This design comes from an exercise in tuning for small area and few clock cycles on the open sky130 flow, not from production work.
In this exercise RTL edits were held to simulation tests only and were not proved equivalent to the original.
Power is estimated from default activity; no workload was simulated.

**design/flow/config.mk**
```make
export PLATFORM = sky130hd
export DESIGN_NAME = rotated_span_address_generator_core
export DESIGN_NICKNAME = rotated_span_address_generator_core
export VERILOG_FILES = /design/flow/design.v
export SDC_FILE = /design/flow/constraint.sdc
export NUM_CORES = 4
export LEC_CHECK = 0
export CAP_MARGIN = 20
export CORE_MARGIN = 2
export CORE_UTILIZATION = 40
export SLEW_MARGIN = 20
```
**design/flow/constraint.sdc**
```tcl
create_clock -name core_clock -period 7.0 [get_ports {i_clk}]
set_input_delay 1.4000 -clock core_clock [delete_from_list [all_inputs] [get_ports {i_clk}]]
set_output_delay 1.4000 -clock core_clock [all_outputs]
set_load 0.01 [all_outputs]
```
**design/flow/design.v**
```verilog
`default_nettype none
package rsag_pkg;
    localparam int MAX_SPAN = 64;
    localparam int LEN_W    = 7;
endpackage
`default_nettype wire
`default_nettype none
module rsag_walker (
    input  wire logic               i_clk,
    input  wire logic               i_rst_n,
    input  wire logic               i_load,
    input  wire logic               i_take,
    input  wire logic [15:0]        i_ss,
    input  wire logic [15:0]        i_ds,
    input  wire logic signed [16:0] i_y,
    input  wire logic signed [16:0] i_lo,
    input  wire logic [5:0]         i_f,
    input  wire logic [5:0]         i_nm1,
    input  wire logic signed [15:0] i_sx0,
    input  wire logic signed [15:0] i_sy0,
    input  wire logic signed [31:0] i_stx,
    input  wire logic signed [31:0] i_sty,
    output logic                    o_busy,
    output logic                    o_done,
    output logic [38:0]             o_src,
    output logic [33:0]             o_dst,
    output logic [33:0]             o_inc,
    output logic [15:0]             o_fx0,
    output logic [15:0]             o_fy0,
    output logic [15:0]             o_fx,
    output logic [15:0]             o_fy,
    output logic [5:0]              o_nm1
);
    localparam logic [2:0] ST_IDLE = 3'd0;
    localparam logic [2:0] ST_FY   = 3'd1;
    localparam logic [2:0] ST_FX   = 3'd2;
    localparam logic [2:0] ST_MUL  = 3'd3;
    localparam logic [2:0] ST_DONE = 3'd4;
    logic [2:0]  r_state;
    logic [3:0]  r_cnt;
    logic [41:0] r_p;       
    logic        r_pprev;
    logic [21:0] r_m;       
    logic [15:0] r_fx0, r_fy0, r_fx, r_fy;
    logic [5:0]  r_f, r_nm1;
    logic [34:0] r_k;       
    logic        r_kprev;
    logic [36:0] r_d;       
    logic        r_dprev;
    function automatic logic [2:0] booth(input logic b1, input logic b0, input logic prev);
        logic one, two;
        one = b0 ^ prev;
        two = (b1 & ~b0 & ~prev) | (~b1 & b0 & prev);
        booth = {b1, two, one};
    endfunction
    logic        lane_f;
    logic [2:0]  pd;
    logic [34:0] p_a, p_h, p_pp, p_t;
    logic [41:0] p_next;
    always_comb begin
        lane_f = (r_state == ST_FY) || (r_state == ST_FX);
        pd     = booth(r_p[1], r_p[0], r_pprev);
        if (r_state == ST_FY)
            p_a = {{3{r_k[15]}}, r_k[15:0], r_fy};
        else if (r_state == ST_FX)
            p_a = {{3{r_k[32]}}, r_k[32:17], r_fx};
        else
            p_a = {{13{r_m[21]}}, r_m};
        p_h   = lane_f ? {r_p[41], r_p[41:8]} : {{11{r_p[41]}}, r_p[41:18]};
        p_pp  = pd[1] ? {p_a[33:0], 1'b0} : (pd[0] ? p_a : 35'd0);
        p_t   = p_h + (pd[2] ? ~p_pp : p_pp) + {34'd0, pd[2]};
        if (lane_f)
            p_next = {p_t[34], p_t[34:2], p_t[1:0], r_p[7:2]};
        else
            p_next = {p_t[24], p_t[24:2], p_t[1:0], r_p[17:2]};
    end
    logic [2:0]  kd, dd;
    logic [19:0] k_t, d_t, k_pp, d_pp;
    always_comb begin
        kd   = booth(r_k[1], r_k[0], r_kprev);
        k_pp = kd[1] ? {2'b00, i_ss, 1'b0} : (kd[0] ? {3'b000, i_ss} : 20'd0);
        k_t  = {r_k[34], r_k[34:16]} + (kd[2] ? ~k_pp : k_pp) + {19'd0, kd[2]};
        dd   = booth(r_d[1], r_d[0], r_dprev);
        d_pp = dd[1] ? {2'b00, i_ds, 1'b0} : (dd[0] ? {3'b000, i_ds} : 20'd0);
        d_t  = {r_d[36], r_d[36:18]} + (dd[2] ? ~d_pp : d_pp) + {19'd0, dd[2]};
    end
    wire last_f   = (r_cnt == 4'd3);
    wire last_mul = (r_cnt == 4'd8);
    always_ff @(posedge i_clk) begin
        if (!i_rst_n) begin
            r_state <= ST_IDLE;
        end else if (i_load) begin
            r_state <= (i_f == 6'd0) ? ST_MUL : ST_FY;
        end else begin
            case (r_state)
                ST_FY:   if (last_f) r_state <= ST_FX;
                ST_FX:   if (last_f) r_state <= ST_MUL;
                ST_MUL:  if (last_mul) r_state <= ST_DONE;
                ST_DONE: if (i_take) r_state <= ST_IDLE;
                default: r_state <= ST_IDLE;
            endcase
        end
    end
    always_ff @(posedge i_clk) begin
        if (i_load) begin
            r_cnt   <= 4'd0;
            r_pprev <= 1'b0;
            r_kprev <= 1'b0;
            r_dprev <= 1'b0;
            r_k     <= {{2{i_stx[31]}}, i_stx[31:16], 1'b0, i_sty[31:16]};
            r_d     <= {i_lo[16], i_lo, 1'b0, i_y[16], i_y};
            r_fx    <= i_stx[15:0];
            r_fy    <= i_sty[15:0];
            r_f     <= i_f;
            r_nm1   <= i_nm1;
            if (i_f == 6'd0) begin
                r_p   <= {{7{i_sx0[15]}}, i_sx0, 1'b0, 2'b00, i_ss};
                r_m   <= {{6{i_sy0[15]}}, i_sy0};
                r_fx0 <= 16'd0;
                r_fy0 <= 16'd0;
            end else begin
                r_p   <= {{2{i_sy0[15]}}, i_sy0, 16'd0, 2'b00, i_f};
                r_fx0 <= i_sx0;
            end
        end else begin
            case (r_state)
                ST_FY: begin
                    r_cnt   <= last_f ? 4'd0 : r_cnt + 4'd1;
                    if (last_f) begin
                        r_m     <= p_next[37:16];
                        r_fy0   <= p_next[15:0];
                        r_p     <= {{2{r_fx0[15]}}, r_fx0, 16'd0, 2'b00, r_f};
                        r_pprev <= 1'b0;
                    end else begin
                        r_p     <= p_next;
                        r_pprev <= r_p[1];
                    end
                end
                ST_FX: begin
                    r_cnt   <= last_f ? 4'd0 : r_cnt + 4'd1;
                    if (last_f) begin
                        r_fx0   <= p_next[15:0];
                        r_p     <= {p_next[37], p_next[37:16], 1'b0, 2'b00, i_ss};
                        r_pprev <= 1'b0;
                    end else begin
                        r_p     <= p_next;
                        r_pprev <= r_p[1];
                    end
                end
                ST_MUL: begin
                    r_cnt   <= r_cnt + 4'd1;
                    r_p     <= p_next;
                    r_pprev <= r_p[1];
                    r_d     <= {d_t[19], d_t[19:2], d_t[1:0], r_d[17:2]};
                    r_dprev <= r_d[1];
                    if (!last_mul) begin
                        r_k     <= {k_t[19], k_t[19:2], k_t[1:0], r_k[15:2]};
                        r_kprev <= r_k[1];
                    end
                end
                default: ;
            endcase
        end
    end
    assign o_busy = (r_state != ST_IDLE);
    assign o_done = (r_state == ST_DONE);
    assign o_src  = r_p[38:0];
    assign o_dst  = r_d[33:0];
    assign o_inc  = r_k[33:0];
    assign o_fx0  = r_fx0;
    assign o_fy0  = r_fy0;
    assign o_fx   = r_fx;
    assign o_fy   = r_fy;
    assign o_nm1  = r_nm1;
endmodule
`default_nettype wire
`default_nettype none
module rsag_pipe (
    input  wire logic               i_clk,
    input  wire logic               i_rst_n,
    input  wire logic               i_load,
    input  wire logic [15:0]        i_ss,
    input  wire logic [38:0]        i_src,
    input  wire logic [33:0]        i_dst,
    input  wire logic [33:0]        i_inc,
    input  wire logic [15:0]        i_fx0,
    input  wire logic [15:0]        i_fy0,
    input  wire logic [15:0]        i_fx,
    input  wire logic [15:0]        i_fy,
    input  wire logic [5:0]         i_nm1,
    output logic                    o_free,
    output logic                    o_valid,
    output logic signed [47:0]      o_source_offset,
    output logic signed [47:0]      o_dest_offset,
    output logic                    o_last_pixel
);
    logic        r_valid;
    logic [5:0]  r_left;
    logic [38:0] r_src;
    logic [33:0] r_dst, r_inc;
    logic [15:0] r_fxa, r_fya, r_fx, r_fy;
    logic [16:0] fx_sum, fy_sum;
    logic [38:0] src_sum;
    always_comb begin
        fx_sum  = {1'b0, r_fxa} + {1'b0, r_fx};
        fy_sum  = {1'b0, r_fya} + {1'b0, r_fy};
        src_sum = r_src + {{5{r_inc[33]}}, r_inc}
                + {23'd0, fy_sum[16] ? i_ss : 16'd0}
                + {37'd0, fx_sum[16], 1'b0};
    end
    always_ff @(posedge i_clk) begin
        if (!i_rst_n) begin
            r_valid <= 1'b0;
        end else if (i_load) begin
            r_valid <= 1'b1;
        end else if (r_left == 6'd0) begin
            r_valid <= 1'b0;
        end
    end
    always_ff @(posedge i_clk) begin
        if (i_load) begin
            r_left <= i_nm1;
            r_src  <= i_src;
            r_dst  <= i_dst;
            r_inc  <= i_inc;
            r_fxa  <= i_fx0;
            r_fya  <= i_fy0;
            r_fx   <= i_fx;
            r_fy   <= i_fy;
        end else begin
            r_left <= r_left - 6'd1;
            r_src  <= src_sum;
            r_dst  <= {r_dst[33:1] + 33'd1, r_dst[0]};
            r_fxa  <= fx_sum[15:0];
            r_fya  <= fy_sum[15:0];
        end
    end
    assign o_free          = !r_valid || (r_left == 6'd0);
    assign o_valid         = r_valid;
    assign o_last_pixel    = (r_left == 6'd0);
    assign o_source_offset = {{9{r_src[38]}}, r_src};
    assign o_dest_offset   = {{14{r_dst[33]}}, r_dst};
endmodule
`default_nettype wire
`default_nettype none
module rotated_span_address_generator_core (
    input  wire logic                        i_clk,
    input  wire logic                        i_rst_n,
    input  wire logic                        i_start,
    output logic                             o_busy,
    input  wire logic                        i_cfg_we,
    input  wire logic [2:0]                  i_cfg_index,
    input  wire logic [15:0]                 i_cfg_data,
    input  wire logic signed [15:0]          i_row_offset,
    input  wire logic signed [15:0]          i_column_offset,
    input  wire logic signed [15:0]          i_src_start_x,
    input  wire logic signed [15:0]          i_src_start_y,
    input  wire logic signed [31:0]          i_step_x,
    input  wire logic signed [31:0]          i_step_y,
    input  wire logic [rsag_pkg::LEN_W-1:0]  i_span_length,
    output logic                             o_valid,
    output logic signed [47:0]               o_source_offset,
    output logic signed [47:0]               o_dest_offset,
    output logic                             o_last_pixel
);
    logic signed [15:0] r_origin_x, r_origin_y;
    logic signed [15:0] r_clip_left, r_clip_right, r_clip_top, r_clip_bottom;
    logic        [15:0] r_source_stride, r_dest_stride;
    always_ff @(posedge i_clk) begin
        if (!i_rst_n) begin
            r_origin_x      <= 16'sh0000;
            r_origin_y      <= 16'sh0000;
            r_clip_left     <= 16'sh8000;
            r_clip_right    <= 16'sh7FFF;
            r_clip_top      <= 16'sh8000;
            r_clip_bottom   <= 16'sh7FFF;
            r_source_stride <= 16'h0000;
            r_dest_stride   <= 16'h0000;
        end else if (i_cfg_we) begin
            case (i_cfg_index)
                3'd0: r_origin_x      <= i_cfg_data;
                3'd1: r_origin_y      <= i_cfg_data;
                3'd2: r_clip_left     <= i_cfg_data;
                3'd3: r_clip_right    <= i_cfg_data;
                3'd4: r_clip_top      <= i_cfg_data;
                3'd5: r_clip_bottom   <= i_cfg_data;
                3'd6: r_source_stride <= i_cfg_data;
                default: r_dest_stride <= i_cfg_data;
            endcase
        end
    end
    logic signed [16:0] y, x, lo;
    logic signed [17:0] xe, hi;
    logic        [6:0]  len;
    logic               row_ok, nonempty;
    logic        [5:0]  f, nm1;
    always_comb begin
        y        = 17'(i_row_offset) + 17'(r_origin_y);
        x        = 17'(i_column_offset) + 17'(r_origin_x);
        len      = i_span_length[6] ? 7'd64 : i_span_length;
        xe       = 18'(x) + $signed({11'd0, len}) - 18'sd1;
        lo       = (x < 17'(r_clip_left)) ? 17'(r_clip_left) : x;
        hi       = (xe > 18'(r_clip_right)) ? 18'(r_clip_right) : xe;
        row_ok   = (y >= 17'(r_clip_top)) && (y <= 17'(r_clip_bottom));
        nonempty = row_ok && (18'(lo) <= hi);
        f        = 6'(lo - x);
        nm1      = 6'(hi[16:0] - lo);
    end
    logic        accept;
    logic        done, pipe_free;
    logic        h_busy;
    assign accept = i_start && !o_busy && nonempty;
    logic [38:0] w_src;
    logic [33:0] w_dst, w_inc;
    logic [15:0] w_fx0, w_fy0, w_fx, w_fy;
    logic [5:0]  w_nm1;
    rsag_walker u_walker (
        .i_clk       (i_clk),
        .i_rst_n     (i_rst_n),
        .i_load      (accept),
        .i_take      (pipe_free),
        .i_ss        (r_source_stride),
        .i_ds        (r_dest_stride),
        .i_y         (y),
        .i_lo        (lo),
        .i_f         (f),
        .i_nm1       (nm1),
        .i_sx0       (i_src_start_x),
        .i_sy0       (i_src_start_y),
        .i_stx       (i_step_x),
        .i_sty       (i_step_y),
        .o_busy      (h_busy),
        .o_done      (done),
        .o_src       (w_src),
        .o_dst       (w_dst),
        .o_inc       (w_inc),
        .o_fx0       (w_fx0),
        .o_fy0       (w_fy0),
        .o_fx        (w_fx),
        .o_fy        (w_fy),
        .o_nm1       (w_nm1)
    );
    rsag_pipe u_pipe (
        .i_clk           (i_clk),
        .i_rst_n         (i_rst_n),
        .i_load          (done && pipe_free),
        .i_ss            (r_source_stride),
        .i_src           (w_src),
        .i_dst           (w_dst),
        .i_inc           (w_inc),
        .i_fx0           (w_fx0),
        .i_fy0           (w_fy0),
        .i_fx            (w_fx),
        .i_fy            (w_fy),
        .i_nm1           (w_nm1),
        .o_free          (pipe_free),
        .o_valid         (o_valid),
        .o_source_offset (o_source_offset),
        .o_dest_offset   (o_dest_offset),
        .o_last_pixel    (o_last_pixel)
    );
    assign o_busy = h_busy && !(done && pipe_free);
endmodule
`default_nettype wire
```
**design/flow/run.sh**
```bash
#!/bin/bash
# synth_recipe.tcl (not shown) runs the flow's synth.tcl, then flattens the netlist and writes it again
# the make line also repeats each setting of config.mk as NAME=value (left out here)
make -C /OpenROAD-flow-scripts/flow DESIGN_CONFIG=/design/flow/config.mk WORK_HOME=/design/flow/orfs CLKGATE_MAP_FILE= SYNTH_SCRIPT=/design/flow/synth_recipe.tcl finish
```
==> run summary <==
## cell usage after synthesis, types with 26 or more instances
library cell    n  area, sq um
a211oi_1       33        247.7
a21boi_0      108        810.8
a21o_1         94        705.7
a21oi_1       327         1637
a22o_1         43        376.6
a31oi_1        31        193.9
and2_1         30        187.7
buf_1          26        97.59
clkbuf_1      173        649.4
dfxtp_1       251         5025
edfxtp_1      274         8228
fa_1           27        540.5
ha_1          311         3891
inv_1         192        720.7
maj3_1         62        620.6
mux2i_1        49        490.5
nand2_1       763         2864
nand2b_1       64        400.4
nand3_1        67        335.3
nand4_1        31        193.9
nor2_1        263        987.2
nor2b_1        58        362.9
nor3_1         53        265.3
o211ai_1       53        397.9
o21ai_0       327         1637
o22ai_1        80        500.5
xnor2_1       101        884.6
xor2_1         97        849.6
## worst min path at each step
stage / from / to / slack [ns] / cells after the start
floorplan: u_walker.r_fy0[0]$_SDFFCE_PP0P_ / u_pipe.r_fya[0]$_DFF_P_ / 0.41 / 2
global placement: u_walker.r_nm1[3]$_DFFE_PP_ / u_pipe.r_left[3]$_DFF_P_ / 0.43 / 2
detailed placement: u_walker.r_nm1[3]$_DFFE_PP_ / u_pipe.r_left[3]$_DFF_P_ / 0.44 / 2
CTS: u_walker.r_nm1[2]$_DFFE_PP_ / u_pipe.r_left[2]$_DFF_P_ / 0.45 / 2
global route: r_clip_top[11]$_SDFFE_PN0P_ / r_clip_top[11]$_SDFFE_PN0P_ / 0.48 / 2
finish: u_walker.r_nm1[3]$_DFFE_PP_ / u_pipe.r_left[3]$_DFF_P_ / 0.45 / 2
## per-stage QoR
| stage | instances | TNS (ns) | utilization, % | setup slack [ns] |
|---|---|---|---|---|
| 2_1_floorplan | 4335 | -614.46 | - | -1.794 |
| 3_3_place_gp | 5815 | -892.75 | 46.32 | -2.415 |
| 3_5_place_dp | 5815 | -916.39 | 46.32 | -2.481 |
| 4_1_cts | 6024 | -511.59 | 50.92 | -1.469 |
| 5_1_grt | 6041 | -664.51 | 51.38 | -1.858 |
| 6_report | 6041 | -498.04 | 51.38 | -1.440 |
## repair_timing
item	4_1_cts	5_1_grt
hold buffers	0	0
endpoints found under the setup margin	393	401
gates cloned	22	9
gates resized for setup	231	73
pin swaps	96	79
buffers inserted	68	25
## power by group
group / internal (W) / switching (W)
clock: 0.00205 / 0.00147
sequential: 0.00400 / 0.000513
combinational: 0.00419 / 0.00538
## state kept, by name, summed over array words and instances, names as in the netlist, 16 cells and up
| name | flops |
|---|---|
| u_pipe.r_fx | 16 |
| u_pipe.r_fya | 16 |
| r_source_stride | 16 |
| r_clip_right | 16 |
| u_walker.r_fx | 16 |
| u_pipe.r_dst | 34 |
| u_pipe.r_fxa | 16 |
| u_walker.r_p | 41 |
| r_clip_bottom | 16 |
| u_pipe.r_fy | 16 |
| u_walker.r_fx0 | 16 |
| r_dest_stride | 16 |
| u_walker.r_fy0 | 16 |
| r_origin_x | 16 |
| u_walker.r_k | 34 |
| r_clip_left | 16 |
| u_pipe.r_inc | 34 |
| u_walker.r_m | 22 |
| r_clip_top | 16 |
| u_walker.r_fy | 16 |
| u_walker.r_d | 36 |
| u_pipe.r_src | 39 |
| r_origin_y | 16 |
## critical path: cells and delay by family
kind / cells / cell delay, ns
AND/OR/NAND/NOR: 5 / 0.88
buffers and inverters: 14 / 1.70
XOR/XNOR: 1 / 0.18
AO/OA/AOI/OAI: 20 / 2.88
multiplexers: 1 / 0.21
adder cells (fa/ha/maj): 6 / 1.59
## per-layer routing
layer | global-route usage [%] | wire length, um
met1 | 36.82 | 56930
met2 | 42.16 | 58940
met3 | 5.010 | 10870
met4 | 9.688 | 5057
met5 | 0 | 0
## cells by family (layout without fill, tap and decap cells)
group | after synthesis | count (layout) | synth area share, %
flops | 525 | 525 | 35.97
mux | 65 | 65 | 1.820
buf+inv | 447 | 961 | 4.931
simple gates | 1425 | 1431 | 17.06
compound gates | 1274 | 1274 | 21.76
fa+ha+maj | 400 | 400 | 13.71
xor+xnor | 199 | 199 | 4.751
## final cells by class
type	count	area [sq um]	share of cell area, %
clock inverters	39	435.4	0.9260
well taps	1186	1484	3.156
multi-input cells	3369	22850	48.59
clock buffers	83	1777	3.778
repair buffers	644	6464	13.75
flip-flops and latches	525	13250	28.19
inverters	195	763.2	1.623
==> metrics.yaml <==
run_status:
  outcome: "complete, but fails checks"
  violations: "negative setup slack"
sta:
  rsz0062_at_grt: "yes"
  hold_slack_ns: 0.4539
  hold_viol: 0
  fin_crit_ns: 8.440
  worstMarginPinSlew_ns: 1.217
  relSlewSlack_pct: 18.58
  drv_slew: 0
  worst_slack_ns: -1.440
  fin_skew_ns: 0.04220
  finalCritPeriodShare_pct: 120.6
  setup_viol: 388
  clock.fmax_ghz: 0.1185
clock_tree:
  cts_max_path_buffers: 3
  worstSkewPairLatency_ns: 0.65
  cts.reportedPaths.clkPinSlew_ns: 0.06
  cts_buffers: 66
  cts_tree: "yes"
  cts-root-buf: "clkbuf_16"
  numClockSinks: 525
  htree_num_levels: 3
global_routing:
  grt-ovfl-total: 0
  grt_max_degree: 114
  grt_first_pass_wirelength_um: 194100
  antenna_found_initial: 1
  first_global_vias: 31690
  grt_usage_pct: 26.86
synth:
  yosys.cell_types.count: 88
  synth_cells: 4335
  synthesis.nets: 4831
  synth_seq_area_share_pct: 35.97
  synth-edff-count: 274
  async_flop_share_pct: 0
  synth_flop_cell: "edfxtp_1"
  syn_area_sq_um: 36850
  ys_seq_elements: 525
  yosysWarnings: 3
  syn-mean-instance-area_sq_um: 8.500
worst_setup_path:
  cp-end-kind: "flop"
  endpoint: "u_walker.r_p[0]$_DFFE_PP_"
  cp.required_ns: 7.38
  crit_start: "i_column_offset[0]"
  start_kind: "input pin"
  max_stage_delay_ns: 0.48
  cpMaxStageDelayCell: "or4_4"
  reg2reg_depth: 46
  cp.arrival_ns: 8.82
  crit_fanout: 7
  r2r-start: "r_origin_x[0]$_SDFFE_PN0P_"
  rrSetupSlack_ns: -0.94
  r2r-end: "u_walker.r_p[0]$_DFFE_PP_"
  crit_type: "input pin to flop"
floorplanning:
  ios: 257
  die_x_um: 307.5
  coreArea_sq_um: 91520
  dieArea_sq_um: 94560
  fp.dieH_um: 307.5
  rows: 111
  start_util_pct: 40.26
drt:
  drt_wl_total_um: 131800
  antenna_left: 0
  viasPerCell: 5.689
  drc: 0
  dr.pass1.iters: 6
  drt_iter0_drc: 3127
  drt-wirelength-per-cell_um: 21.82
  vias: 34370
placed_design:
  place_hpwl_um: 96260
  gp_congestion: 0.9909
  dpl_cell_area_sq_um: 42390
  numPortBuffers: 256
final_layout:
  fill_cells: 8388
  drive_gt1_share_pct: 14.60
  fin_nets: 5297
  syn2layout_area_growth_pct: 27.62
  final_cell_mix: "nand2_1 (732), ha_1 (301), a21oi_1 (300), buf_4 (294), o21ai_0 (284)"
  num_antenna_cells: 0
  final_common_cell: "nand2_1"
  stdcell_area_sq_um: 47020
power:
  irDropWorstVdd_v: 0.0002639
  power_per_cell_area_nw_per_um2: 374.4
  total_power_w: 0.01760
  leakage_nw: 19.02
min_path:
  hold_path.class: "flop to flop"
flow_run:
  drv_cap: 0
Testbench counts, summed over its fixed seeds: cycles 126,487.

## what the ideal ports hide
No port has a modelled driver above. Below, the same layout with a new extraction and two added sets of constraints. Step 1: set_driving_cell puts a clkbuf_16 on i_clk and a buf_2 on each other input, an assumption about the parent block. Step 2 times the ports against the registers' clock, not the clock port: input delays grow and output delays shrink by t, the midpoint of the rising clock arrivals with the driver on. a / b / c = ideal / step 1 / step 2; a / b = the first two.
shift t [ns]: 0.691
slack for setup (ns): -1.440 / -1.412 / -2.103
worst setup path after step 2: input to register
worst register clock-pin slew, ns: 0.07 / 0.07
cell pins on the clock port's net: 1
For this run, drivers alone change the setup slack by +0.028 ns; drivers and shift together by -0.663 ns.
